Source: an optimization exercise on an open RTL-to-GDS flow (aim: small area, a short achievable clock period and few clock cycles per item). Production flows keep margins and buffers that such runs may drop.
In this exercise RTL edits were held to simulation tests only and were not proved equivalent to the original.
Power figures rest on the tool's default switching activity, not on a simulated workload.

==> flow/design.v (outline; a module is shown in full before it is edited, if it fits) <==
// module pi_speed_controller_with_position_core: 245 lines
// module pisc_mul_sat: 472 lines
// module pisc_mul_u24u7: 1216 lines
// module pisc_bk32: 310 lines
// module pisc_bk17: 160 lines
// module pisc_sk17: 178 lines
// module pisc_sk14: 142 lines
// module pisc_sk12: 119 lines
module pi_speed_controller_with_position_core #(
    parameter int GEAR_MODULUS   = pisc_pkg::GEAR_MODULUS_DEF,
    parameter int INTEGRAL_LIMIT = pisc_pkg::INTEGRAL_LIMIT_DEF
) (
    input  logic                          i_clk,
    input  logic                          i_rst_n,
    input  logic                          i_s_tvalid,
    output logic                          o_s_tready,
    input  logic [pisc_pkg::IN_W-1:0]     i_s_tdata,
    output logic                          o_m_tvalid,
    input  logic                          i_m_tready,
    output logic [pisc_pkg::OUT_W-1:0]    o_m_tdata,
    input  logic                          psel,
    input  logic                          penable,
    input  logic                          pwrite,
    input  logic [pisc_pkg::APB_AW-1:0]   paddr,
    input  logic [pisc_pkg::APB_DW-1:0]   pwdata,
    output logic [pisc_pkg::APB_DW-1:0]   prdata,
    output logic                          pready
);
  // ...
==> flow/flow/run.sh <==
#!/bin/bash
# The standard layout, with plain buf_2 cells as the port buffers (the
# standard flow's buffer_ports picks a slow delay cell for them).
set -euo pipefail
export BUFFER_PORTS_ARGS="-buffer_cell sky130_fd_sc_hd__buf_2"
bash standard.sh > standard.log 2>&1
==> flow/standard.sh <==
#!/bin/bash
# synth_recipe.tcl (not shown) runs the flow's synth.tcl, then flattens the netlist and writes it again
# the make line also repeats each setting of config.mk as NAME=value (left out here)
make -C /OpenROAD-flow-scripts/flow DESIGN_CONFIG=/design/flow/config.mk WORK_HOME=/design/flow/orfs CLKGATE_MAP_FILE= SYNTH_SCRIPT=/design/flow/synth_recipe.tcl "${@:-finish}"
==> flow/config.mk <==
export PLATFORM = sky130hd
export DESIGN_NAME = pi_speed_controller_with_position_core
export DESIGN_NICKNAME = pi_speed_controller_with_position_core
export VERILOG_FILES = /design/flow/design.v
export SDC_FILE = /design/flow/constraint.sdc
export NUM_CORES = 4
export LEC_CHECK = 0
export CAP_MARGIN = 20
export CORE_MARGIN = 2
export CORE_UTILIZATION = 70
export PLACE_DENSITY = 0.75
export SETUP_SLACK_MARGIN = 4.0
export SLEW_MARGIN = 20
==> flow/constraint.sdc <==
create_clock -name core_clock -period 10.0 [get_ports {i_clk}]
set_input_delay 2.0000 -clock core_clock [delete_from_list [all_inputs] [get_ports {i_clk}]]
set_output_delay 2.0000 -clock core_clock [all_outputs]
set_load 0.01 [all_outputs]
==> flow_metrics.tcl, run 1 <==
set metrics [dict create \
    placed_area_mm2 0.0298 \
    clock_path_buffers 3 \
    finalSetupTns_ps 0 \
    syn-cell-area_mm2 0.0285 \
    setup.worst_path.end "r_cmp[15]$_DFFE_PN_" \
    synth_top_family_by_area "adder cells" \
    multi_input_area_mm2 0.0178 \
    status "timing/DRC/antenna clean" \
    grt_pass1_vias 21902 \
    dpl.hpwl_um 48800 \
    power_w 0.00540 \
    cts_buffers 41 \
    final_common_cell "nand2_1" \
    wl_um 67700 \
    clock_sinks 352 \
    slowest_delay_ps 570 \
    drt_iter0_drc 1463 \
    path_class "reg -> reg" \
    start_util 0.714 \
    cts_tree "done" \
    final_cell_mix "nand2_1, inv_1, and2_1" \
    antenna_cells 4 \
    taps 525 \
    muxShareOfSynthArea 0.00997 \
    cp-end-kind "flip-flop" \
    die_h_um 206 \
    leakage_nw 15.0 \
    drv_cap 0 \
    critical_path.most_common_cell "fa_1" \
    place_inst 3508 \
    grt_setup_unrepaired "false" \
    root_buffer "clkbuf_16" \
    worstPathMaxFanout 13 \
    crit_path_top_delay_cell "edfxtp_1" \
    grt_first_pass_wirelength_um 110000 \
    nClkBuffers 55 \
    gr-usage-all-layers 0.329 \
    drc 0 \
]
Testbench counts, summed over its fixed seeds: cycles 2,080, items 2,048.
==> module pi_speed_controller_with_position_core, before the edit <==
module pi_speed_controller_with_position_core #(
    parameter int GEAR_MODULUS   = pisc_pkg::GEAR_MODULUS_DEF,
    parameter int INTEGRAL_LIMIT = pisc_pkg::INTEGRAL_LIMIT_DEF
) (
    input  logic                          i_clk,
    input  logic                          i_rst_n,
    input  logic                          i_s_tvalid,
    output logic                          o_s_tready,
    input  logic [pisc_pkg::IN_W-1:0]     i_s_tdata,
    output logic                          o_m_tvalid,
    input  logic                          i_m_tready,
    output logic [pisc_pkg::OUT_W-1:0]    o_m_tdata,
    input  logic                          psel,
    input  logic                          penable,
    input  logic                          pwrite,
    input  logic [pisc_pkg::APB_AW-1:0]   paddr,
    input  logic [pisc_pkg::APB_DW-1:0]   pwdata,
    output logic [pisc_pkg::APB_DW-1:0]   prdata,
    output logic                          pready
);
    localparam logic [23:0] W_RST = 24'((pisc_pkg::PWM_PERIOD_RST * 4096 + 24) / 25);
    logic [7:0]  r_kp;
    logic [7:0]  r_ki;
    logic [15:0] r_per;
    logic        w_cfg_wr;
    assign pready   = 1'b1;
    assign w_cfg_wr = psel && penable && pwrite;
    always_ff @(posedge i_clk) begin
        if (!i_rst_n) begin
            r_kp  <= pisc_pkg::PROP_GAIN_RST;
            r_ki  <= pisc_pkg::INTEG_GAIN_RST;
            r_per <= pisc_pkg::PWM_PERIOD_RST;
        end else if (w_cfg_wr) begin
            case (paddr[3:2])
                2'd0: r_kp  <= pwdata[7:0];
                2'd1: r_ki  <= pwdata[7:0];
                2'd2: r_per <= pwdata[15:0];
                default: ;
            endcase
        end
    end
    always_comb begin
        case (paddr[3:2])
            2'd0:    prdata = {24'd0, r_kp};
            2'd1:    prdata = {24'd0, r_ki};
            2'd2:    prdata = {16'd0, r_per};
            default: prdata = '0;
        endcase
    end
    logic [23:0] r_w;
    logic [4:0]  r_rem;
    logic [3:0]  r_wcnt;
    logic        w_per_wr;
    logic [2:0]  w_dig;
    logic [7:0]  w_dv;
    logic [2:0]  w_qd;
    logic [4:0]  w_rd;
    assign w_per_wr = w_cfg_wr && (paddr[3:2] == 2'd2);
    always_comb begin
        case (r_wcnt)
            4'd8:    w_dig = r_per[11:9];
            4'd7:    w_dig = r_per[8:6];
            4'd6:    w_dig = r_per[5:3];
            4'd5:    w_dig = r_per[2:0];
            4'd2:    w_dig = 3'd3;
            default: w_dig = 3'd0;
        endcase
    end
    assign w_dv = {r_rem, w_dig};
    always_comb begin
        w_qd = '0;
        for (int j = 1; j < 8; j++) if (w_dv >= 8'(25 * j)) w_qd = 3'(j);
    end
    assign w_rd = 5'(w_dv - {w_qd, 4'b0} - {w_qd, 3'b0} - {5'b0, w_qd});
    always_ff @(posedge i_clk) begin
        if (!i_rst_n) begin
            r_wcnt <= 4'd0;
            r_w    <= W_RST;
        end else if (w_per_wr) begin
            r_wcnt <= 4'd8;
        end else if (r_wcnt != 4'd0) begin
            r_wcnt <= r_wcnt - 4'd1;
            r_w    <= {r_w[20:0], w_qd};
        end
    end
    always_ff @(posedge i_clk) begin
        if (w_per_wr) begin
            r_rem <= {1'b0, pwdata[15:12]};
        end else begin
            r_rem <= w_rd;
        end
    end
    logic w_busy;
    assign w_busy = (r_wcnt > 4'd3);
    logic r_v1, r_v2, r_v3, r_vo;
    logic w_adv;
    logic w_take;
    assign w_adv      = !r_vo || i_m_tready;
    assign o_s_tready = w_adv && !w_busy;
    assign w_take     = i_s_tvalid && o_s_tready;
    always_ff @(posedge i_clk) begin
        if (!i_rst_n) begin
            r_v1 <= 1'b0;
            r_v2 <= 1'b0;
            r_v3 <= 1'b0;
            r_vo <= 1'b0;
        end else if (w_adv) begin
            r_v1 <= w_take;
            r_v2 <= r_v1;
            r_v3 <= r_v2;
            r_vo <= r_v3;
        end
    end
    logic signed [15:0] w_delta;
    logic [16:0]        w_dbl;
    logic [16:0]        w_d17;
    logic [16:0]        w_err;
    assign w_delta = $signed(i_s_tdata[15:0]);
    assign w_dbl   = {8'd0, i_s_tdata[23:16], 1'b0};
    assign w_d17   = {i_s_tdata[15], i_s_tdata[15:0]};
    pisc_bk17 u_add_err (.i_a(w_dbl), .i_b(w_d17 ^ {17{!i_s_tdata[24]}}),
                         .i_c(!i_s_tdata[24]), .o_s(w_err), .o_c());
    logic [16:0] r_err1, r_err2, r_err3;
    logic [15:0] r_d1, r_d2, r_d3;
    logic [2:0]  r_f1, r_f2, r_f3;        
    logic        w_err_ovf;
    logic [12:0] w_pim, w_ppm;
    logic [12:0] r_pim2, r_ppm2;
    assign w_err_ovf = !(&r_err1[16:12]) && (|r_err1[16:12]);
    pisc_mul_sat u_mul_pi (.i_e(r_err1[11:0]), .i_s(r_err1[16]), .i_k(r_ki), .o_m(w_pim));
    pisc_mul_sat u_mul_pp (.i_e(r_err1[11:0]), .i_s(r_err1[16]), .i_k(r_kp), .o_m(w_ppm));
    logic [11:0] r_integ;
    logic [6:0]  r_duty3;
    logic        w_sgn2;
    logic [13:0] w_pi14, w_pp14;
    logic [13:0] w_s;
    logic        w_s_neg, w_s_big;
    logic [11:0] w_integ;
    logic [13:0] w_ca_s, w_ca_m, w_ca_c, w_suma, w_sumb;
    logic [6:0]  w_duty_a, w_duty_b, w_duty_c, w_duty;
    function automatic logic [6:0] duty_of(input logic [13:0] sum);
        if (sum[13])                     duty_of = 7'd0;
        else if (sum >= 14'd3200)        duty_of = 7'd100;
        else                             duty_of = sum[11:5];
    endfunction
    assign w_sgn2 = r_err2[16];
    assign w_pi14 = {1'b0, r_pim2} ^ {14{w_sgn2}};
    assign w_pp14 = {1'b0, r_ppm2} ^ {14{w_sgn2}};
    pisc_sk14 u_add_int (.i_a({2'b00, r_integ}), .i_b(w_pi14), .i_c(w_sgn2),
                         .o_s(w_s), .o_c());
    assign w_s_neg = w_s[13];
    assign w_s_big = !w_s[13] && (w_s >= 14'd3200);
    always_comb begin
        if (w_s_neg)      w_integ = 12'd0;
        else if (w_s_big) w_integ = 12'd3200;
        else              w_integ = w_s[11:0];
    end
    assign w_ca_s = {2'b00, r_integ} ^ w_pi14 ^ w_pp14;
    assign w_ca_m = ({2'b00, r_integ} & w_pi14) | ({2'b00, r_integ} & w_pp14)
                  | (w_pi14 & w_pp14);
    assign w_ca_c = {w_ca_m[12:0], w_sgn2};
    pisc_sk14 u_add_sa (.i_a(w_ca_s), .i_b(w_ca_c), .i_c(w_sgn2), .o_s(w_suma), .o_c());
    assign w_duty_a = duty_of(w_suma);
    assign w_sumb   = 14'd3200 - {1'b0, r_ppm2};
    assign w_duty_b = w_sgn2 ? duty_of(w_sumb) : 7'd100;
    assign w_duty_c = w_sgn2 ? 7'd0 : ((r_ppm2 >= 13'd3200) ? 7'd100 : r_ppm2[11:5]);
    assign w_duty = w_s_neg ? w_duty_c : (w_s_big ? w_duty_b : w_duty_a);
    logic [29:0] w_cmpx;
    logic [31:0] w_d32;
    logic [13:0] w_gnew;
    pisc_mul_u24u7 u_mul_cmp (.i_a(r_w), .i_b(r_duty3), .o_p(w_cmpx));
    assign w_d32  = {{16{r_d3[15]}}, r_d3};
    logic [9:0]        w_glo;
    logic signed [7:0] w_ghs;
    logic [4:0]        w_ghi;
    logic [16:0] w_gsum;
    pisc_sk17 u_add_gear (.i_a({3'b000, r_gear}), .i_b({r_d3[15], r_d3}), .i_c(1'b0),
                          .o_s(w_gsum), .o_c());
    assign w_glo = {1'b0, w_gsum[8:0]};
    assign w_ghs = $signed(w_gsum[16:9]);
    always_comb begin
        if (w_ghs >= 8'sd75)       w_ghi = 5'(w_ghs - 8'sd75);
        else if (w_ghs >= 8'sd50)  w_ghi = 5'(w_ghs - 8'sd50);
        else if (w_ghs >= 8'sd25)  w_ghi = 5'(w_ghs - 8'sd25);
        else if (w_ghs >= 8'sd0)   w_ghi = 5'(w_ghs);
        else if (w_ghs >= -8'sd25) w_ghi = 5'(w_ghs + 8'sd25);
        else if (w_ghs >= -8'sd50) w_ghi = 5'(w_ghs + 8'sd50);
        else                       w_ghi = 5'(w_ghs + 8'sd75);
    end
    assign w_gnew = {w_ghi, w_glo[8:0]};
    logic [6:0]  r_duty;
    logic [15:0] r_cmp;
    logic [16:0] r_err;
    logic [11:0] r_integ_o;
    logic [31:0] r_travel;
    logic [31:0] r_segment;
    logic [13:0] r_gear;
    logic [31:0] w_travel;
    logic [31:0] w_segment;
    pisc_bk32 u_add_trv (.i_a(r_f3[0] ? 32'd0 : r_travel), .i_b(w_d32), .i_c(1'b0),
                         .o_s(w_travel), .o_c());
    pisc_bk32 u_add_seg (.i_a((r_f3[0] || r_f3[1]) ? 32'd0 : r_segment), .i_b(w_d32),
                         .i_c(1'b0), .o_s(w_segment), .o_c());
    always_ff @(posedge i_clk) begin
        if (w_adv) begin
            r_err1 <= {w_err[16:12], w_err[11:0] ^ {12{w_err[16]}}};
            r_d1   <= i_s_tdata[15:0];
            r_f1   <= i_s_tdata[27:25];
            r_err2 <= r_err1;
            r_d2   <= r_d1;
            r_f2   <= r_f1;
            r_pim2 <= (w_err_ovf && (r_ki != 8'd0)) ? 13'd4096 : w_pim;
            r_ppm2 <= (w_err_ovf && (r_kp != 8'd0)) ? 13'd4096 : w_ppm;
            r_err3  <= r_err2;
            r_d3    <= r_d2;
            r_f3    <= r_f2;
            r_duty3 <= w_duty;
            r_err     <= {r_err3[16:12], r_err3[11:0] ^ {12{r_err3[16]}}};
            r_duty    <= r_duty3;
            r_cmp     <= w_cmpx[29:14];
            r_integ_o <= r_integ;
        end
    end
    always_ff @(posedge i_clk) begin
        if (!i_rst_n) begin
            r_integ <= '0;
        end else if (w_adv && r_v2) begin
            r_integ <= w_integ;
        end
    end
    always_ff @(posedge i_clk) begin
        if (!i_rst_n) begin
            r_travel  <= '0;
            r_segment <= '0;
            r_gear    <= '0;
        end else if (w_adv && r_v3) begin
            r_travel  <= w_travel;
            r_segment <= w_segment;
            r_gear    <= r_f3[2] ? 14'd0 : w_gnew;
        end
    end
    assign o_m_tvalid = r_vo;
    assign o_m_tdata  = {6'd0, r_gear, r_segment, r_travel, r_integ_o,
                         r_err, r_cmp, r_duty};
endmodule
==> module pisc_mul_sat, before the edit <==
module pisc_mul_sat (
    input  logic [11:0] i_e,
    input  logic i_s,
    input  logic [7:0] i_k,
    output logic [12:0] o_m
);
    logic ex_0;
    logic ex_1;
    logic ex_2;
    logic ex_3;
    logic ex_4;
    logic ex_5;
    logic ex_6;
    logic ex_7;
    logic ex_8;
    logic ex_9;
    logic ex_10;
    logic ex_11;
    logic pp_0_0;
    logic pp_0_1;
    logic pp_0_2;
    logic pp_0_3;
    logic pp_0_4;
    logic pp_0_5;
    logic pp_0_6;
    logic pp_0_7;
    logic pp_0_8;
    logic pp_0_9;
    logic pp_0_10;
    logic pp_0_11;
    logic ps_0;
    logic pp_1_0;
    logic pp_1_1;
    logic pp_1_2;
    logic pp_1_3;
    logic pp_1_4;
    logic pp_1_5;
    logic pp_1_6;
    logic pp_1_7;
    logic pp_1_8;
    logic pp_1_9;
    logic pp_1_10;
    logic ps_1;
    logic pp_2_0;
    logic pp_2_1;
    logic pp_2_2;
    logic pp_2_3;
    logic pp_2_4;
    logic pp_2_5;
    logic pp_2_6;
    logic pp_2_7;
    logic pp_2_8;
    logic pp_2_9;
    logic ps_2;
    logic pp_3_0;
    logic pp_3_1;
    logic pp_3_2;
    logic pp_3_3;
    logic pp_3_4;
    logic pp_3_5;
    logic pp_3_6;
    logic pp_3_7;
    logic pp_3_8;
    logic ps_3;
    logic pp_4_0;
    logic pp_4_1;
    logic pp_4_2;
    logic pp_4_3;
    logic pp_4_4;
    logic pp_4_5;
    logic pp_4_6;
    logic pp_4_7;
    logic ps_4;
    logic pp_5_0;
    logic pp_5_1;
    logic pp_5_2;
    logic pp_5_3;
    logic pp_5_4;
    logic pp_5_5;
    logic pp_5_6;
    logic ps_5;
    logic pp_6_0;
    logic pp_6_1;
    logic pp_6_2;
    logic pp_6_3;
    logic pp_6_4;
    logic pp_6_5;
    logic ps_6;
    logic pp_7_0;
    logic pp_7_1;
    logic pp_7_2;
    logic pp_7_3;
    logic pp_7_4;
    logic ps_7;
    logic m1;
    logic m2;
    logic m3;
    logic m4;
    logic m5;
    logic m6;
    logic m7;
    logic m8;
    logic m9;
    logic m10;
    logic m11;
    logic m12;
    logic m13;
    logic m14;
    logic m15;
    logic m16;
    logic m17;
    logic m18;
    logic m19;
    logic m20;
    logic m21;
    logic m22;
    logic m23;
    logic m24;
    logic m25;
    logic m26;
    logic m27;
    logic m28;
    logic m29;
    logic m30;
    logic m31;
    logic m32;
    logic m33;
    logic m34;
    logic m35;
    logic m36;
    logic m37;
    logic m38;
    logic m39;
    logic m40;
    logic m41;
    logic m42;
    logic m43;
    logic m44;
    logic m45;
    logic m46;
    logic m47;
    logic m48;
    logic m49;
    logic m50;
    logic m51;
    logic m52;
    logic m53;
    logic m54;
    logic m55;
    logic m56;
    logic m57;
    logic m58;
    logic m59;
    logic m60;
    logic m61;
    logic m62;
    logic m63;
    logic m64;
    logic m65;
    logic m66;
    logic m67;
    logic m68;
    logic m69;
    logic m70;
    logic m71;
    logic m72;
    logic m73;
    logic m74;
    logic m75;
    logic m76;
    logic m77;
    logic m78;
    logic m79;
    logic m80;
    logic m81;
    logic m82;
    logic m83;
    logic m84;
    logic m85;
    logic m86;
    logic m87;
    logic m88;
    logic m89;
    logic m90;
    logic m91;
    logic m92;
    logic m93;
    logic m94;
    logic m95;
    logic m96;
    logic m97;
    logic m98;
    logic m99;
    logic m100;
    logic m101;
    logic m102;
    logic m103;
    logic m104;
    logic m105;
    logic m106;
    logic m107;
    logic m108;
    logic m109;
    logic m110;
    logic m111;
    logic m112;
    assign ex_0 = i_e[0];
    assign ex_1 = i_e[1];
    assign ex_2 = i_e[2];
    assign ex_3 = i_e[3];
    assign ex_4 = i_e[4];
    assign ex_5 = i_e[5];
    assign ex_6 = i_e[6];
    assign ex_7 = i_e[7];
    assign ex_8 = i_e[8];
    assign ex_9 = i_e[9];
    assign ex_10 = i_e[10];
    assign ex_11 = i_e[11];
    assign pp_0_0 = i_k[0] & ex_0;
    assign pp_0_1 = i_k[0] & ex_1;
    assign pp_0_2 = i_k[0] & ex_2;
    assign pp_0_3 = i_k[0] & ex_3;
    assign pp_0_4 = i_k[0] & ex_4;
    assign pp_0_5 = i_k[0] & ex_5;
    assign pp_0_6 = i_k[0] & ex_6;
    assign pp_0_7 = i_k[0] & ex_7;
    assign pp_0_8 = i_k[0] & ex_8;
    assign pp_0_9 = i_k[0] & ex_9;
    assign pp_0_10 = i_k[0] & ex_10;
    assign pp_0_11 = i_k[0] & ex_11;
    assign ps_0 = i_k[0] & i_s;
    assign pp_1_0 = i_k[1] & ex_0;
    assign pp_1_1 = i_k[1] & ex_1;
    assign pp_1_2 = i_k[1] & ex_2;
    assign pp_1_3 = i_k[1] & ex_3;
    assign pp_1_4 = i_k[1] & ex_4;
    assign pp_1_5 = i_k[1] & ex_5;
    assign pp_1_6 = i_k[1] & ex_6;
    assign pp_1_7 = i_k[1] & ex_7;
    assign pp_1_8 = i_k[1] & ex_8;
    assign pp_1_9 = i_k[1] & ex_9;
    assign pp_1_10 = i_k[1] & ex_10;
    assign ps_1 = i_k[1] & i_s;
    assign pp_2_0 = i_k[2] & ex_0;
    assign pp_2_1 = i_k[2] & ex_1;
    assign pp_2_2 = i_k[2] & ex_2;
    assign pp_2_3 = i_k[2] & ex_3;
    assign pp_2_4 = i_k[2] & ex_4;
    assign pp_2_5 = i_k[2] & ex_5;
    assign pp_2_6 = i_k[2] & ex_6;
    assign pp_2_7 = i_k[2] & ex_7;
    assign pp_2_8 = i_k[2] & ex_8;
    assign pp_2_9 = i_k[2] & ex_9;
    assign ps_2 = i_k[2] & i_s;
    assign pp_3_0 = i_k[3] & ex_0;
    assign pp_3_1 = i_k[3] & ex_1;
    assign pp_3_2 = i_k[3] & ex_2;
    assign pp_3_3 = i_k[3] & ex_3;
    assign pp_3_4 = i_k[3] & ex_4;
    assign pp_3_5 = i_k[3] & ex_5;
    assign pp_3_6 = i_k[3] & ex_6;
    assign pp_3_7 = i_k[3] & ex_7;
    assign pp_3_8 = i_k[3] & ex_8;
    assign ps_3 = i_k[3] & i_s;
    assign pp_4_0 = i_k[4] & ex_0;
    assign pp_4_1 = i_k[4] & ex_1;
    assign pp_4_2 = i_k[4] & ex_2;
    assign pp_4_3 = i_k[4] & ex_3;
    assign pp_4_4 = i_k[4] & ex_4;
    assign pp_4_5 = i_k[4] & ex_5;
    assign pp_4_6 = i_k[4] & ex_6;
    assign pp_4_7 = i_k[4] & ex_7;
    assign ps_4 = i_k[4] & i_s;
    assign pp_5_0 = i_k[5] & ex_0;
    assign pp_5_1 = i_k[5] & ex_1;
    assign pp_5_2 = i_k[5] & ex_2;
    assign pp_5_3 = i_k[5] & ex_3;
    assign pp_5_4 = i_k[5] & ex_4;
    assign pp_5_5 = i_k[5] & ex_5;
    assign pp_5_6 = i_k[5] & ex_6;
    assign ps_5 = i_k[5] & i_s;
    assign pp_6_0 = i_k[6] & ex_0;
    assign pp_6_1 = i_k[6] & ex_1;
    assign pp_6_2 = i_k[6] & ex_2;
    assign pp_6_3 = i_k[6] & ex_3;
    assign pp_6_4 = i_k[6] & ex_4;
    assign pp_6_5 = i_k[6] & ex_5;
    assign ps_6 = i_k[6] & i_s;
    assign pp_7_0 = i_k[7] & ex_0;
    assign pp_7_1 = i_k[7] & ex_1;
    assign pp_7_2 = i_k[7] & ex_2;
    assign pp_7_3 = i_k[7] & ex_3;
    assign pp_7_4 = i_k[7] & ex_4;
    assign ps_7 = i_k[7] & i_s;
    assign m1 = pp_0_5 ^ pp_1_4;
    assign m2 = pp_0_5 & pp_1_4;
    assign m3 = pp_0_6 ^ pp_1_5 ^ pp_2_4;
    assign m4 = (pp_0_6 & pp_1_5) | (pp_0_6 & pp_2_4) | (pp_1_5 & pp_2_4);
    assign m5 = pp_3_3 ^ pp_4_2;
    assign m6 = pp_3_3 & pp_4_2;
    assign m7 = pp_0_7 ^ pp_1_6 ^ pp_2_5;
    assign m8 = (pp_0_7 & pp_1_6) | (pp_0_7 & pp_2_5) | (pp_1_6 & pp_2_5);
    assign m9 = pp_3_4 ^ pp_4_3 ^ pp_5_2;
    assign m10 = (pp_3_4 & pp_4_3) | (pp_3_4 & pp_5_2) | (pp_4_3 & pp_5_2);
    assign m11 = pp_6_1 ^ pp_7_0;
    assign m12 = pp_6_1 & pp_7_0;
    assign m13 = pp_0_8 ^ pp_1_7 ^ pp_2_6;
    assign m14 = (pp_0_8 & pp_1_7) | (pp_0_8 & pp_2_6) | (pp_1_7 & pp_2_6);
    assign m15 = pp_3_5 ^ pp_4_4 ^ pp_5_3;
    assign m16 = (pp_3_5 & pp_4_4) | (pp_3_5 & pp_5_3) | (pp_4_4 & pp_5_3);
    assign m17 = pp_6_2 ^ pp_7_1;
    assign m18 = pp_6_2 & pp_7_1;
    assign m19 = pp_0_9 ^ pp_1_8 ^ pp_2_7;
    assign m20 = (pp_0_9 & pp_1_8) | (pp_0_9 & pp_2_7) | (pp_1_8 & pp_2_7);
    assign m21 = pp_3_6 ^ pp_4_5 ^ pp_5_4;
    assign m22 = (pp_3_6 & pp_4_5) | (pp_3_6 & pp_5_4) | (pp_4_5 & pp_5_4);
    assign m23 = pp_6_3 ^ pp_7_2;
    assign m24 = pp_6_3 & pp_7_2;
    assign m25 = pp_0_10 ^ pp_1_9 ^ pp_2_8;
    assign m26 = (pp_0_10 & pp_1_9) | (pp_0_10 & pp_2_8) | (pp_1_9 & pp_2_8);
    assign m27 = pp_3_7 ^ pp_4_6 ^ pp_5_5;
    assign m28 = (pp_3_7 & pp_4_6) | (pp_3_7 & pp_5_5) | (pp_4_6 & pp_5_5);
    assign m29 = pp_6_4 ^ pp_7_3;
    assign m30 = pp_6_4 & pp_7_3;
    assign m31 = pp_0_11 ^ pp_1_10 ^ pp_2_9;
    assign m32 = (pp_0_11 & pp_1_10) | (pp_0_11 & pp_2_9) | (pp_1_10 & pp_2_9);
    assign m33 = pp_3_8 ^ pp_4_7 ^ pp_5_6;
    assign m34 = (pp_3_8 & pp_4_7) | (pp_3_8 & pp_5_6) | (pp_4_7 & pp_5_6);
    assign m35 = pp_6_5 ^ pp_7_4;
    assign m36 = pp_6_5 & pp_7_4;
    assign m37 = pp_0_3 ^ pp_1_2;
    assign m38 = pp_0_3 & pp_1_2;
    assign m39 = pp_0_4 ^ pp_1_3 ^ pp_2_2;
    assign m40 = (pp_0_4 & pp_1_3) | (pp_0_4 & pp_2_2) | (pp_1_3 & pp_2_2);
    assign m41 = pp_3_1 ^ pp_4_0;
    assign m42 = pp_3_1 & pp_4_0;
    assign m43 = pp_2_3 ^ pp_3_2 ^ pp_4_1;
    assign m44 = (pp_2_3 & pp_3_2) | (pp_2_3 & pp_4_1) | (pp_3_2 & pp_4_1);
    assign m45 = pp_5_0 ^ ps_5 ^ m1;
    assign m46 = (pp_5_0 & ps_5) | (pp_5_0 & m1) | (ps_5 & m1);
    assign m47 = pp_5_1 ^ pp_6_0 ^ ps_6;
    assign m48 = (pp_5_1 & pp_6_0) | (pp_5_1 & ps_6) | (pp_6_0 & ps_6);
    assign m49 = m2 ^ m3 ^ m5;
    assign m50 = (m2 & m3) | (m2 & m5) | (m3 & m5);
    assign m51 = ps_7 ^ m4 ^ m6;
    assign m52 = (ps_7 & m4) | (ps_7 & m6) | (m4 & m6);
    assign m53 = m7 ^ m9 ^ m11;
    assign m54 = (m7 & m9) | (m7 & m11) | (m9 & m11);
    assign m55 = m8 ^ m10 ^ m12;
    assign m56 = (m8 & m10) | (m8 & m12) | (m10 & m12);
    assign m57 = m13 ^ m15 ^ m17;
    assign m58 = (m13 & m15) | (m13 & m17) | (m15 & m17);
    assign m59 = m14 ^ m16 ^ m18;
    assign m60 = (m14 & m16) | (m14 & m18) | (m16 & m18);
    assign m61 = m19 ^ m21 ^ m23;
    assign m62 = (m19 & m21) | (m19 & m23) | (m21 & m23);
    assign m63 = m20 ^ m22 ^ m24;
    assign m64 = (m20 & m22) | (m20 & m24) | (m22 & m24);
    assign m65 = m25 ^ m27 ^ m29;
    assign m66 = (m25 & m27) | (m25 & m29) | (m27 & m29);
    assign m67 = m26 ^ m28 ^ m30;
    assign m68 = (m26 & m28) | (m26 & m30) | (m28 & m30);
    assign m69 = m31 ^ m33 ^ m35;
    assign m70 = (m31 & m33) | (m31 & m35) | (m33 & m35);
    assign m71 = pp_0_2 ^ pp_1_1;
    assign m72 = pp_0_2 & pp_1_1;
    assign m73 = pp_2_1 ^ pp_3_0 ^ ps_3;
    assign m74 = (pp_2_1 & pp_3_0) | (pp_2_1 & ps_3) | (pp_3_0 & ps_3);
    assign m75 = ps_4 ^ m38 ^ m39;
    assign m76 = (ps_4 & m38) | (ps_4 & m39) | (m38 & m39);
    assign m77 = m40 ^ m42 ^ m43;
    assign m78 = (m40 & m42) | (m40 & m43) | (m42 & m43);
    assign m79 = m44 ^ m46 ^ m47;
    assign m80 = (m44 & m46) | (m44 & m47) | (m46 & m47);
    assign m81 = m48 ^ m50 ^ m51;
    assign m82 = (m48 & m50) | (m48 & m51) | (m50 & m51);
    assign m83 = m52 ^ m54 ^ m55;
    assign m84 = (m52 & m54) | (m52 & m55) | (m54 & m55);
    assign m85 = m56 ^ m58 ^ m59;
    assign m86 = (m56 & m58) | (m56 & m59) | (m58 & m59);
    assign m87 = m60 ^ m62 ^ m63;
    assign m88 = (m60 & m62) | (m60 & m63) | (m62 & m63);
    assign m89 = m64 ^ m66 ^ m67;
    assign m90 = (m64 & m66) | (m64 & m67) | (m66 & m67);
    assign m91 = pp_0_1 ^ pp_1_0;
    assign m92 = pp_0_1 & pp_1_0;
    assign m93 = pp_2_0 ^ ps_2 ^ m71;
    assign m94 = (pp_2_0 & ps_2) | (pp_2_0 & m71) | (ps_2 & m71);
    assign m95 = m37 ^ m72 ^ m73;
    assign m96 = (m37 & m72) | (m37 & m73) | (m72 & m73);
    assign m97 = m41 ^ m74 ^ m75;
    assign m98 = (m41 & m74) | (m41 & m75) | (m74 & m75);
    assign m99 = m45 ^ m76 ^ m77;
    assign m100 = (m45 & m76) | (m45 & m77) | (m76 & m77);
    assign m101 = m49 ^ m78 ^ m79;
    assign m102 = (m49 & m78) | (m49 & m79) | (m78 & m79);
    assign m103 = m53 ^ m80 ^ m81;
    assign m104 = (m53 & m80) | (m53 & m81) | (m80 & m81);
    assign m105 = m57 ^ m82 ^ m83;
    assign m106 = (m57 & m82) | (m57 & m83) | (m82 & m83);
    assign m107 = m61 ^ m84 ^ m85;
    assign m108 = (m61 & m84) | (m61 & m85) | (m84 & m85);
    assign m109 = m65 ^ m86 ^ m87;
    assign m110 = (m65 & m86) | (m65 & m87) | (m86 & m87);
    assign m111 = m69 ^ m88 ^ m89;
    assign m112 = (m69 & m88) | (m69 & m89) | (m88 & m89);
    logic [11:0] fa, fb, fs;
    logic fc;
    assign fa[0] = pp_0_0;
    assign fb[0] = ps_0;
    assign fa[1] = ps_1;
    assign fb[1] = m91;
    assign fa[2] = m92;
    assign fb[2] = m93;
    assign fa[3] = m94;
    assign fb[3] = m95;
    assign fa[4] = m96;
    assign fb[4] = m97;
    assign fa[5] = m98;
    assign fb[5] = m99;
    assign fa[6] = m100;
    assign fb[6] = m101;
    assign fa[7] = m102;
    assign fb[7] = m103;
    assign fa[8] = m104;
    assign fb[8] = m105;
    assign fa[9] = m106;
    assign fb[9] = m107;
    assign fa[10] = m108;
    assign fb[10] = m109;
    assign fa[11] = m110;
    assign fb[11] = m111;
    pisc_sk12 u_fin (.i_a(fa), .i_b(fb), .i_c(1'b0), .o_s(fs), .o_c(fc));
    logic ovf;
    assign ovf = (i_k[1] & ex_11) |
                 (i_k[2] & ex_10) |
                 (i_k[2] & ex_11) |
                 (i_k[3] & ex_9) |
                 (i_k[3] & ex_10) |
                 (i_k[3] & ex_11) |
                 (i_k[4] & ex_8) |
                 (i_k[4] & ex_9) |
                 (i_k[4] & ex_10) |
                 (i_k[4] & ex_11) |
                 (i_k[5] & ex_7) |
                 (i_k[5] & ex_8) |
                 (i_k[5] & ex_9) |
                 (i_k[5] & ex_10) |
                 (i_k[5] & ex_11) |
                 (i_k[6] & ex_6) |
                 (i_k[6] & ex_7) |
                 (i_k[6] & ex_8) |
                 (i_k[6] & ex_9) |
                 (i_k[6] & ex_10) |
                 (i_k[6] & ex_11) |
                 (i_k[7] & ex_5) |
                 (i_k[7] & ex_6) |
                 (i_k[7] & ex_7) |
                 (i_k[7] & ex_8) |
                 (i_k[7] & ex_9) |
                 (i_k[7] & ex_10) |
                 (i_k[7] & ex_11) |
                 m32 |
                 m34 |
                 m36 |
                 m68 |
                 m70 |
                 m90 |
                 m112 |
                 fc;
    assign o_m = ovf ? 13'd4096 : {1'b0, fs};
endmodule
==> run 2: changes to the inputs <==
--- a/flow/design.v
+++ b/flow/design.v
@@ -208,6 +208,6 @@
     logic [2:0]  r_f1, r_f2, r_f3;        
     logic        w_err_ovf;
-    logic [12:0] w_pim, w_ppm;
-    logic [12:0] r_pim2, r_ppm2;
+    logic [11:0] w_pim, w_ppm;
+    logic [11:0] r_pim2, r_ppm2;
     assign w_err_ovf = !(&r_err1[16:12]) && (|r_err1[16:12]);
     pisc_mul_sat u_mul_pi (.i_e(r_err1[11:0]), .i_s(r_err1[16]), .i_k(r_ki), .o_m(w_pim));
@@ -228,6 +228,6 @@
     endfunction
     assign w_sgn2 = r_err2[16];
-    assign w_pi14 = {1'b0, r_pim2} ^ {14{w_sgn2}};
-    assign w_pp14 = {1'b0, r_ppm2} ^ {14{w_sgn2}};
+    assign w_pi14 = {2'b00, r_pim2} ^ {14{w_sgn2}};
+    assign w_pp14 = {2'b00, r_ppm2} ^ {14{w_sgn2}};
     pisc_sk14 u_add_int (.i_a({2'b00, r_integ}), .i_b(w_pi14), .i_c(w_sgn2),
                          .o_s(w_s), .o_c());
@@ -245,7 +245,7 @@
     pisc_sk14 u_add_sa (.i_a(w_ca_s), .i_b(w_ca_c), .i_c(w_sgn2), .o_s(w_suma), .o_c());
     assign w_duty_a = duty_of(w_suma);
-    assign w_sumb   = 14'd3200 - {1'b0, r_ppm2};
+    assign w_sumb   = 14'd3200 - {2'b00, r_ppm2};
     assign w_duty_b = w_sgn2 ? duty_of(w_sumb) : 7'd100;
-    assign w_duty_c = w_sgn2 ? 7'd0 : ((r_ppm2 >= 13'd3200) ? 7'd100 : r_ppm2[11:5]);
+    assign w_duty_c = w_sgn2 ? 7'd0 : ((r_ppm2 >= 12'd3200) ? 7'd100 : r_ppm2[11:5]);
     assign w_duty = w_s_neg ? w_duty_c : (w_s_big ? w_duty_b : w_duty_a);
     logic [29:0] w_cmpx;
@@ -293,6 +293,6 @@
             r_d2   <= r_d1;
             r_f2   <= r_f1;
-            r_pim2 <= (w_err_ovf && (r_ki != 8'd0)) ? 13'd4096 : w_pim;
-            r_ppm2 <= (w_err_ovf && (r_kp != 8'd0)) ? 13'd4096 : w_ppm;
+            r_pim2 <= (w_err_ovf && (r_ki != 8'd0)) ? 12'd4095 : w_pim;
+            r_ppm2 <= (w_err_ovf && (r_kp != 8'd0)) ? 12'd4095 : w_ppm;
             r_err3  <= r_err2;
             r_d3    <= r_d2;
@@ -331,5 +331,5 @@
     input  logic i_s,
     input  logic [7:0] i_k,
-    output logic [12:0] o_m
+    output logic [11:0] o_m
 );
     logic ex_0;
@@ -797,5 +797,5 @@
                  m112 |
                  fc;
-    assign o_m = ovf ? 13'd4096 : {1'b0, fs};
+    assign o_m = ovf ? 12'd4095 : fs;
 endmodule
 module pisc_mul_u24u7 (
--- a/flow/config.mk
+++ b/flow/config.mk
@@ -8,6 +8,5 @@
 export CAP_MARGIN = 20
 export CORE_MARGIN = 2
-export CORE_UTILIZATION = 70
-export PLACE_DENSITY = 0.75
-export SETUP_SLACK_MARGIN = 4.0
+export CORE_UTILIZATION = 60
+export SETUP_SLACK_MARGIN = 5.0
 export SLEW_MARGIN = 20
==> run 2 against run 1 <==
  * Synthesized cell count shrank 2.4%
  * Critical endpoint unchanged
  * Non-clock buffer count grew 77
  * Final cell count is 2.4% higher
  * Register-to-register slack improved by 260 ps
  * Global-route usage decreased by 4.3 points
  * Critical path type unchanged
  * Sequential share of layout area shrank 1.1 points
  * Setup slack improved by 260 ps
==> flow_metrics.tcl, run 2 <==
set metrics [dict create \
    ys_seq_elements 350 \
    synth-async-reset-ratio 0 \
    die_h_um 221 \
    yosys_warnings 1 \
    root_buffer "clkbuf_16" \
    status "timing/DRC/antenna clean" \
    dpl.hpwl_um 47700 \
    min_to "r_d2[7]$_DFFE_PN_" \
    die_x_um 221 \
    clk_pin_slew_ps 60 \
    synth_cell_types 95 \
    worstPathRequired_ps 10330 \
    num_rows 79 \
    drtPass1Iterations 6 \
    worst_pin_slew_ps 1050 \
    synth_top_area_frac 0.204 \
    relSlewSlack 0.296 \
    ios 246 \
    syn-cell-area_mm2 0.0282 \
    clock_sinks 350 \
    vias_per_cell 5.59 \
    io_buffers 200 \
    synth_seq_area_share 0.317 \
    gp_congestion 0.859 \
    crit_start "r_duty3[1]$_DFFE_PN_" \
    grt_max_degree 102 \
    ir_drop_v 0.000167 \
    r2r-start "r_duty3[1]$_DFFE_PN_" \
    top_regs "r_segment (32), r_travel (32), r_w (24)" \
    fin_crit_sh 0.537 \
    final_cell_mix "nand2_1, inv_1, and2_1" \
    place_inst 3513 \
    final_common_cell "nand2_1" \
    synthCells 2815 \
    cp-end-kind "flip-flop" \
    final_util 0.695 \
    grt_first_pass_wirelength_um 109000 \
    layout-drive-gt1-share 0.164 \
    skew_ps 40.6 \
    report.final.slew_viol_count 0 \
    hold_violations 0 \
    multi_input_area_mm2 0.0181 \
    wl_um 68200 \
    path_cells "buf_4, and2_1, fa_1, inv_1, fa_2, fa_2, fa_1, inv_2, ha_4, a21o_1, o41ai_4, o2111ai_4, a31o_4, o41a_1, and2_4, o21a_1, o21a_1, nor2_2, xnor2_1" \
    nNetsFinal 3574 \
    synth_largest_area_cell "edfxtp_1" \
    grt_remaining_overflow 0 \
    cp.arrival_ps 5710 \
    path_class "reg -> reg" \
    synth_area_per_cell_um2 10.0 \
    timing.hold.ws_ps 410 \
    finalSetupTns_ps 0 \
    regArea_mm2 0.00893 \
    synth_common_cells "nand2_1, inv_1, and2_1, fa_1, ha_1" \
    synthTopCellsByArea "edfxtp_1, fa_1, dfxtp_1" \
    area_growth_pct 14.6 \
    min-delay-start "r_d1[7]$_DFFE_PN_" \
    grt_pass1_vias 20834 \
    clock_path_buffers 3 \
    start_kind "flip-flop" \
    rr_worst_depth 19 \
    synth.most_common_cell "nand2_1" \
    drt_iter0_drc 1260 \
    wl_per_cell_um 18.5 \
    leakage_nw 15.1 \
    holdPathStages 0 \
    start_util 0.607 \
    power_w 0.00566 \
    power.density_mw_per_mm2 175 \
    die-area_mm2 0.0487 \
    cts.htree.levels 2 \
    setup_violations 0 \
    vias 20563 \
    crit_path_top_delay_cell "fa_2" \
    cts_tree "done" \
    core_area_mm2 0.0465 \
    drv_cap 0 \
    nFillCells 3614 \
    antenna_left 0 \
    worstPathMaxFanout 4 \
    grt_setup_unrepaired "true" \
    synth_edf_count 191 \
    gr-usage-all-layers 0.285 \
    r2r-end "r_cmp[15]$_DFFE_PN_" \
    cts_buffers 42 \
    period_needed_ps 5370 \
    slowest_delay_ps 540 \
    min_path_type "reg -> reg" \
    drc 0 \
    clk_latency_ps 590 \
    reg2reg_slack_ps 4630 \
    fmax_mhz 186 \
    synth_ff_type "edfxtp_1" \
    instances_no_fill 3677 \
    antenna_found_initial 5 \
]
[run 2: routing by layer]
metal | up-vias | part of all wire | track usage
met5 | - | 0 | 0
met4 | 0 | 0.041 | 0.113
met3 | 135 | 0.045 | 0.0395
met2 | 475 | 0.48 | 0.467
met1 | 10243 | 0.43 | 0.386
li1 | 9710 | - | -
[run 2: timing repair]
item,in CTS,in global routing
setup endpoints to repair,70,57
cloned,1,1
buffers inserted,59,21
hold buffers,0,0
pin swaps,28,29
resized for setup,63,57
[run 2: kinds of logic after synthesis]
logic type / Yosys count / synth area share
AND/OR/NAND/NOR: 930 / 0.169
adder cells (fa/ha/maj): 468 / 0.279
buffers and inverters: 444 / 0.0631
AO/OA/AOI/OAI: 435 / 0.112
flip-flops: 350 / 0.317
XOR/XNOR: 158 / 0.0496
multiplexers: 28 / 0.00999
other: 2 / 0.000267
[run 2: final cells by class]
type,count,share of cell area
antenna,4,0.000310
inverter,301,0.0351
timing repair buffer,295,0.0562
tap,607,0.0235
clock inverter,22,0.00980
clock buffer,56,0.0377
multi-input combinational,2042,0.561
sequential,350,0.276
[run 2: worst max-delay path, delay by kind of cell, from the launching register on]
kind                       cells  cell delay, ps
adders and majority gates      5            2020
AOI/OAI and AO/OA              7            1840
DFF                            1             450
and+or+nand+nor                3             420
buffers and inverters          3             320
xor gates and xnor gates       1              70
[run 2: power by group]
part	internal, W	total (W)	switching [W]
Sequential	0.00178	0.00202	0.000241
Combinational	0.000849	0.00197	0.00112
Clock	0.00100	0.00167	0.000666
Total	0.00363	0.00566	0.00203
[run 2: through the flow]
| step | area, um2 | setup slack (ps) |
|---|---|---|
| final | 32300 | 4630 |
| after global routing | 32300 | 4450 |
| after CTS | 31900 | 4570 |
| after detailed placement | 29600 | 4050 |
| after global placement | 29600 | 4090 |
| after floorplan | 28500 | 3810 |
[run 2: how the worst max path moves through the flow]
stage / end / slack, ps / cells after the start
after global routing: r_cmp[15]$_DFFE_PN_ / 4450 / 20
final: r_cmp[15]$_DFFE_PN_ / 4630 / 19
after floorplan: r_gear[10]$_SDFFE_PN0P_ / 3810 / 6
after detailed placement: r_cmp[15]$_DFFE_PN_ / 4050 / 17
after CTS: r_cmp[15]$_DFFE_PN_ / 4570 / 21
after global placement: r_cmp[15]$_DFFE_PN_ / 4090 / 17
Testbench counts of run 2, summed over its fixed seeds: cycles 2,080, items 2,048.
==> run 3: changes to the inputs <==
==> flow/flow/run.sh (replaced) <==
#!/bin/bash
# The standard layout, with plain buf_1 cells as the port buffers (the
# standard flow's buffer_ports picks a slow delay cell for them).
set -euo pipefail
export BUFFER_PORTS_ARGS="-buffer_cell sky130_fd_sc_hd__buf_1"
bash standard.sh > standard.log 2>&1
--- a/flow/config.mk
+++ b/flow/config.mk
@@ -9,4 +9,7 @@
 export CORE_MARGIN = 2
 export CORE_UTILIZATION = 60
+export CTS_BUF_LIST = sky130_fd_sc_hd__clkbuf_16
+export CTS_CLUSTER_DIAMETER = 80
+export CTS_CLUSTER_SIZE = 20
 export SETUP_SLACK_MARGIN = 5.0
 export SLEW_MARGIN = 20
==> run 3 against run 2 <==
  * Final cell count fell by 0.98%
  * Critical path depth rose by 1
  * Largest power group unchanged
  * Still clean on timing, DRC and antenna
  * Worst hold slack improved by 12 ps
  * Highest routed layer unchanged
  * Count of clock-buffer cells in the layout down 29
==> flow_metrics.tcl, run 3 <==
set metrics [dict create \
    status "timing/DRC/antenna clean" \
    placed_area_mm2 0.0294 \
    skew_ps 29.4 \
    synth_cell_types 95 \
    grt_pass1_vias 20258 \
    synth_common_cells "nand2_1, inv_1, and2_1, fa_1, ha_1" \
    synth_largest_area_cell "edfxtp_1" \
    cts_tree "done" \
    finalSetupTns_ps 0 \
    die_h_um 221 \
    cts.htree.levels 1 \
    clock_sinks 350 \
    start_util 0.607 \
    path_cells "buf_6, and2_1, fa_1, fa_2, inv_1, fa_1, fa_1, inv_1, ha_2, o41ai_2, a21oi_2, o41ai_2, o2111ai_4, a31o_2, o41a_1, and2_4, o21a_1, o21a_1, nor2_2, xnor2_1" \
    synth.most_common_cell "nand2_1" \
    die_x_um 221 \
    report.final.slew_viol_count 0 \
    worstPathRequired_ps 10330 \
    drtPass1Iterations 5 \
    grt_remaining_overflow 0 \
    ios 246 \
    synthCells 2815 \
    die-area_mm2 0.0487 \
    vias 20333 \
    cp_num_buf_inv 3 \
    cp_top_family "adder cells" \
    final_cell_mix "nand2_1, inv_1, and2_1" \
    dpl.hpwl_um 47400 \
    setup_violations 0 \
    synthTopCellsByArea "edfxtp_1, fa_1, dfxtp_1" \
    clk_latency_ps 610 \
    synth_top_area_frac 0.204 \
    num_rows 79 \
    relSlewSlack 0.288 \
    synth_edf_count 191 \
    worstPathMaxFanout 9 \
    gp_congestion 0.866 \
    core_area_mm2 0.0465 \
    cp.arrival_ps 5700 \
    nNetsFinal 3552 \
    root_buffer "clkbuf_16" \
    crit_path_top_delay_cell "fa_1" \
    clk_pin_slew_ps 80 \
    antenna_found_initial 1 \
    area_growth_pct 10.6 \
    top_regs "r_segment (32), r_travel (32), r_w (24)" \
    path_class "reg -> reg" \
    power.density_mw_per_mm2 162 \
    start_kind "flip-flop" \
    synth_ff_type "edfxtp_1" \
    wl_per_cell_um 18.3 \
    grt_setup_unrepaired "true" \
    drv_cap 0 \
    syn-cell-area_mm2 0.0282 \
    slowest_delay_ps 490 \
    ys_seq_elements 350 \
    wl_um 66600 \
    vias_per_cell 5.58 \
    io_buffers 200 \
    synth-async-reset-ratio 0 \
    fmax_mhz 186 \
    period_needed_ps 5360 \
    min_path_type "reg -> reg" \
    hold_violations 0 \
    ir_drop_v 0.000162 \
    nFillCells 3695 \
    layout-drive-gt1-share 0.0779 \
    yosys_warnings 1 \
    drc 0 \
    cp-end-kind "flip-flop" \
    design_area_mm2 0.0312 \
    final_common_cell "nand2_1" \
    critical_path.most_common_cell "fa_1" \
    cts_buffers 27 \
    antenna_left 0 \
    drt_iter0_drc 1369 \
    power_w 0.00506 \
    clock_path_buffers 3 \
    timing.hold.ws_ps 422 \
    synth_seq_area_share 0.317 \
    synth_area_per_cell_um2 10.0 \
    gr-usage-all-layers 0.272 \
    grt_max_degree 196 \
    fin_crit_sh 0.536 \
    grt_first_pass_wirelength_um 105000 \
    leakage_nw 14.0 \
    worst_pin_slew_ps 1070 \
]
run 3: cell counts after synthesis:
Identical to the previous run, type by type.
run 3: power breakdown:
group	internal [W]	leakage [nW]	switching [W]
Combinational	0.000827	10.2	0.00112
Clock	0.000539	0.450	0.000576
Sequential	0.00177	3.31	0.000229
Total	0.00314	14.0	0.00192
run 3: per-layer routing:
metal | vias to the layer above | routed length (um) | track usage
met5 | - | 0 | 0
met3 | 96 | 2830 | 0.0265
met2 | 447 | 32600 | 0.459
met4 | 0 | 1820 | 0.0844
li1 | 9655 | - | -
met1 | 10135 | 29300 | 0.371
run 3: final cells by class:
class / instances / area (um2) / area share
Multi-Input combinational cell: 2045 / 18000 / 0.576
Sequential cell: 350 / 8930 / 0.286
Timing Repair Buffer: 285 / 1510 / 0.0485
Inverter: 301 / 1130 / 0.0364
Tap cell: 607 / 759 / 0.0244
Clock buffer: 27 / 676 / 0.0217
Clock inverter: 23 / 201 / 0.00646
Antenna cell: 3 / 7.51 / 0.000241
run 3: repair_timing:
item                       CTS  global route
setup endpoints to repair   73            48
gates resized for setup     39            30
gates cloned                 2             2
setup buffers               38            33
pin swaps                    8            11
hold buffers                 0             0
run 3: cells by family (layout without fill, tap and decap cells):
logic type	Yosys count	after routing	synth area share
AND/OR/NAND/NOR	930	932	0.169
adder cells (fa/ha/maj)	468	468	0.279
buffers and inverters	444	636	0.0631
AO/OA/AOI/OAI	435	436	0.112
flip-flops	350	350	0.317
XOR/XNOR	158	158	0.0496
multiplexers	28	28	0.00999
other	2	26	0.000267
run 3: worst paths after layout:
kind / cells past startpoint / startpoint / to / slack [ps]
worst max register to register: 20 / r_duty3[2]$_DFFE_PN_ / r_cmp[15]$_DFFE_PN_ / 4640
worst max-delay path: 20 / r_duty3[2]$_DFFE_PN_ / r_cmp[15]$_DFFE_PN_ / 4640
worst min register to register: 0 / r_d1[7]$_DFFE_PN_ / r_d2[7]$_DFFE_PN_ / 420
worst min-delay path: 0 / r_d1[7]$_DFFE_PN_ / r_d2[7]$_DFFE_PN_ / 420
run 3: per-stage QoR:
step / instances / utilization / worst slack (ps)
global placement: 3513 / 0.632 / 4080
floorplan: 2836 / - / 3810
global route: 3639 / 0.671 / 4440
detailed placement: 3513 / 0.632 / 4000
CTS: 3603 / 0.661 / 4620
finish: 3641 / 0.671 / 4640

==> port drivers added, routing unchanged <==
The results above use ideal ports. As a check the final layouts listed here were re-extracted and re-timed, cells and wires unchanged. Step 1 assumes that a clkbuf_16 drives the clock port and a buf_2 every other input. Step 2, shift: input delay + t, output delay - t, t = (earliest + latest rising clock arrival at the registers) / 2. This alone moves slack from input paths to output paths. Slacks: no drivers / after step 1 / after step 2; pairs: no drivers / after step 1.
run	shift t [ns]	setup slack, ns	clock arrival spread, ns
run 1	0.629	4.369 / 4.352 / 4.224	0.025 / 0.025
run 2	0.627	4.626 / 4.626 / 4.601	0.046 / 0.045
run 3	0.652	4.635 / 4.635 / 4.631	0.032 / 0.032
After both steps setup and hold are still met in every run listed. The setup slack of run 1, which loses most, moves by -0.017 ns with the drivers and by -0.145 ns with both steps.
